Source: an optimization exercise on an open RTL-to-GDS flow (aim: a short achievable clock period and few clock cycles per item). Production flows keep margins and buffers that such runs may drop.
In this exercise RTL edits were held to simulation tests only and were not proved equivalent to the original.

## wip/raven
// pipeline_cpu
module pipeline_cpu #(
    parameter bit USE_BTB  = 1'b0,
    parameter int BTB_BITS = 4,
    parameter int BHT_BITS = 6,
    parameter bit F_JUMP   = 1'b1,
    parameter bit F_BR     = 1'b1,
    parameter int F_BR_BITS = 8
) (
    input  wire                 clock,
    input  wire                 arst_n,
    output cpu_pkg::word_t      address_imem,
    input  cpu_pkg::word_t      q_imem,
    output cpu_pkg::word_t      address_dmem,
    output cpu_pkg::word_t      data,
    output logic                wren,
    input  cpu_pkg::word_t      q_dmem,
    output logic                ctrl_write_enable,
    output cpu_pkg::reg_addr_t  ctrl_write_reg,
    output cpu_pkg::reg_addr_t  ctrl_read_reg_a,
    output cpu_pkg::reg_addr_t  ctrl_read_reg_b,
    output cpu_pkg::word_t      data_write_reg,
    input  cpu_pkg::word_t      data_read_reg_a,
    input  cpu_pkg::word_t      data_read_reg_b
);
    localparam logic [4:0] OP_ALU = 5'd0, OP_J = 5'd1, OP_BNE = 5'd2, OP_JAL = 5'd3,
                           OP_JR = 5'd4, OP_ADDI = 5'd5, OP_BLT = 5'd6, OP_SW = 5'd7,
                           OP_LW = 5'd8;
    localparam int NBTB = 1 << BTB_BITS;
    localparam int NBHT = 1 << BHT_BITS;
    localparam logic [1:0] K_JUMP = 2'd0, K_BR = 2'd1, K_RET = 2'd2;
    logic [31:0] pc;
    logic [31:0] pc_d;          
    logic [31:0] ras;           
    logic [NBTB-1:0]                      btb_v;
    logic [NBTB-1:0][31-BTB_BITS:0]       btb_tag;
    logic [NBTB-1:0][1:0]                 btb_kind;
    logic [NBTB-1:0][31:0]                btb_tgt;
    logic [NBHT-1:0][1:0]                 bht;
    logic        fd_valid;
    logic [31:0] fd_ir;
    logic [31:0] fd_pc;
    logic [31:0] fd_pc1;
    logic        fd_fpred;      
    logic        fd_bht;        
    logic        fd_near;       
    logic [31:0] fd_ras;
  ...
Size in the first run: ~4700 cells after synthesis, about 45000 um^2 of cells after synthesis.
export LEC_CHECK = 0
export CAP_MARGIN = 20
export CORE_MARGIN = 2
export CORE_UTILIZATION = 40
export PLACE_DENSITY = 0.6
export SLEW_MARGIN = 20
export SYNTH_HIERARCHICAL = 1
export SYNTH_MINIMUM_KEEP_SIZE = 0
create_clock -name core_clock -period 8.5 [get_ports {clock}]
standard.sh (not shown) runs the stock make flow with config.mk's settings and CLKGATE_MAP_FILE= SYNTH_SCRIPT=/design/flow/synth_recipe.tcl, a recipe that flattens the netlist after the stock synthesis.
==> flow/flow/run.sh <==
#!/bin/bash
# The standard layout (standard.sh, unchanged synthesis and steps),
# with plain buffers on the ports instead of the delay cells buffer_ports
# picks by default, and the setup repair aimed a little further.
# Each tool's full output stays in orfs/logs; make's own output goes to
# standard.log here.
set -euo pipefail
bash standard.sh \
    'BUFFER_PORTS_ARGS=-buffer_cell sky130_fd_sc_hd__buf_4' \
    SETUP_SLACK_MARGIN=5.5 \
    finish > standard.log 2>&1
wip/raven reached the end of the flow, and the finished layout is clean on the timing, DRC and antenna checks.
Testbench counts of wip/raven, summed over its fixed seeds: cycles 10,423, instrs 9,364.
The inputs of wip/pepper differ from those of wip/raven as listed below.
--- a/flow/design.v
+++ b/flow/design.v
@@ -123,25 +123,24 @@
     logic [NBTB-1:0][1:0]                 btb_kind;
     logic [NBTB-1:0][31:0]                btb_tgt;
     logic [NBHT-1:0][1:0]                 bht;
     logic        fd_valid;
     logic [31:0] fd_ir;
     logic [31:0] fd_pc;
     logic [31:0] fd_pc1;
     logic        fd_fpred;      
     logic        fd_bht;        
     logic        fd_near;       
     logic [31:0] fd_ras;
     logic [4:0]  fd_rb;
-    logic        fd_use_a, fd_use_b, fd_sw;
     logic [31:0] dx_a, dx_b, dx_sd;
     logic        dx_a_m, dx_a_r;
     logic        dx_b_m, dx_b_r;
     logic        dx_s_m, dx_s_r;
     logic        dx_add, dx_sub, dx_and, dx_or, dx_sll, dx_sra;
     logic [4:0]  dx_sh;
     logic        dx_wr, dx_lw, dx_sw, dx_dmfwd;
     logic [4:0]  dx_rd;
     logic        dx_bne, dx_blt, dx_pred, dx_jr;
     logic [31:0] dx_alt;        
     logic [31:0] dx_jr_pred;
     logic [BHT_BITS-1:0] dx_bidx;
@@ -205,35 +204,35 @@
     logic        d_br, d_pred, d_redirect, stall;
     logic        d_a_m, d_a_w, d_b_m, d_b_w, d_s_m, d_s_w;
     logic [1:0]  d_kind;
     assign d_opc  = fd_ir[31:27];
     assign d_rd   = fd_ir[26:22];
     assign d_rs   = fd_ir[21:17];
     assign d_rt   = fd_ir[16:12];
     assign d_fn   = fd_ir[6:2];
     assign d_imm  = {{15{fd_ir[16]}}, fd_ir[16:0]};
     assign d_alu  = fd_valid && (d_opc == OP_ALU);
     assign d_addi = fd_valid && (d_opc == OP_ADDI);
     assign d_lw   = fd_valid && (d_opc == OP_LW);
-    assign d_sw   = fd_valid && fd_sw;
+    assign d_sw   = fd_valid && (d_opc == OP_SW);
     assign d_bne  = fd_valid && (d_opc == OP_BNE);
     assign d_blt  = fd_valid && (d_opc == OP_BLT);
     assign d_j    = fd_valid && ((d_opc == OP_J) || (d_opc == OP_JAL));
     assign d_jal  = fd_valid && (d_opc == OP_JAL);
     assign d_jr   = fd_valid && (d_opc == OP_JR);
     assign ctrl_read_reg_a = d_rs;
     assign ctrl_read_reg_b = fd_rb;
-    assign d_rd_rs   = fd_valid && fd_use_a;
-    assign d_rd_b    = fd_valid && fd_use_b;
-    assign d_bsrc    = fd_rb;
+    assign d_rd_rs   = d_alu || d_addi || d_lw || d_sw || d_bne || d_blt;
+    assign d_rd_b    = (d_alu && (d_fn[4:2] == 3'd0)) || d_bne || d_blt || d_jr;
+    assign d_bsrc    = d_alu ? d_rt : d_rd;
     assign d_use_imm = d_addi || d_lw || d_sw;
     assign d_dest    = d_jal ? 5'd31 : d_rd;
     assign d_wr      = (d_alu || d_addi || d_lw || d_jal) && (d_dest != 5'd0);
     assign d_a_m = d_rd_rs && dx_wr && (dx_rd == d_rs);
     assign d_a_w = d_rd_rs && xm_wr && (xm_rd == d_rs) && !d_a_m;
     assign d_b_m = d_rd_b  && dx_wr && (dx_rd == d_bsrc);
     assign d_b_w = d_rd_b  && xm_wr && (xm_rd == d_bsrc) && !d_b_m;
     assign d_s_m = d_sw    && dx_wr && (dx_rd == d_rd);
     assign d_s_w = d_sw    && xm_wr && (xm_rd == d_rd) && !d_s_m;
     logic [31:0] d_wfwd;
     assign d_wfwd = xm_lw ? q_dmem : xm_o;
     assign stall = dx_lw && (d_a_m || d_b_m);
@@ -344,29 +343,24 @@
                 ras <= fd_pc1;
         end
     end
     always_ff @(posedge clock) begin
         if (!stall) begin
             fd_ir  <= q_imem;
             fd_pc  <= pc;
             fd_pc1 <= pc_plus1;
             fd_bht <= f_bht;
             fd_near <= f_near || !F_BR;
             fd_ras <= ras;
             fd_rb  <= f_rb;
-            fd_use_a <= (f_opc == OP_ALU) || (f_opc == OP_ADDI) || (f_opc == OP_LW) ||
-                        (f_opc == OP_SW) || (f_opc == OP_BNE) || (f_opc == OP_BLT);
-            fd_use_b <= ((f_opc == OP_ALU) && (q_imem[6:4] == 3'd0)) || (f_opc == OP_BNE) ||
-                        (f_opc == OP_BLT) || (f_opc == OP_JR);
-            fd_sw    <= (f_opc == OP_SW);
         end
         for (int i = 0; i < NBTB; i++) begin
             if (d_redirect && d_pred && (fd_pc[BTB_BITS-1:0] == i)) begin
                 btb_tag[i]  <= fd_pc[31:BTB_BITS];
                 btb_kind[i] <= d_kind;
                 btb_tgt[i]  <= d_target;
             end
         end
     end
     always_ff @(posedge clock or negedge arst_n) begin
         if (!arst_n) begin
             dx_wr <= 1'b0; dx_lw <= 1'b0; dx_sw <= 1'b0;
Notes after the runs:
- Cmp wip/pepper and wip/raven / synthesized area divided by synthesized cell count / higher: wip/raven
- Taking wip/raven as the reference, in wip/pepper worst supply voltage drop on vdd has decreased, die outline height has remained practically unchanged, cell count has increased.
- Summary of wip/pepper over wip/raven: arithmetic-cell share of the synthesized area counting full adders, half adders and majority gates essentially unchanged, critical path arrival increased 0.13 ns.
- On post-synthesis register bit count: wip/pepper sits below wip/raven.
- Relative to wip/raven, number of enable flip-flop cells after synthesis decreased by 3 in wip/pepper.
- wip/pepper vs wip/raven: number of sinks handled by clock tree synthesis down in wip/pepper
- Delta (wip/pepper minus wip/raven): die width about even; area added between synthesis and finish rose 5.6 points; final worst-path setup slack fell 0.093 ns; via count rose 2.6%.
Testbench counts of wip/pepper, summed over its fixed seeds: cycles 10,423, instrs 9,364.

==> static timing again, ports no longer ideal <==
The flow's constraints put no driver on any port. The routed layouts listed below were extracted and timed again, unchanged, in two steps.
Step 1: set_driving_cell puts a clkbuf_16 on clock and a buf_2 on each other input, an assumption about the parent block.
Step 2 adds t to the input delays and takes it off the output delays; t is the mean of the earliest and latest rising clock arrival at the registers after step 1. Input paths then give back, and output paths get back, about the clock's delay inside the block.
Slacks: ideal / step 1 / step 2; pairs: ideal / step 1.
run	shift t [ns]	slack for setup (ns)	slew at the worst register clock pin (ns)
wip/raven	0.741	5.219 / 5.245 / 4.504	0.07 / 0.07
wip/pepper	0.744	5.126 / 5.157 / 4.413	0.07 / 0.07
After both steps setup and hold are still met in every run listed. The setup slack of wip/raven, which loses most, moves by +0.026 ns with the drivers and by -0.715 ns with both steps.
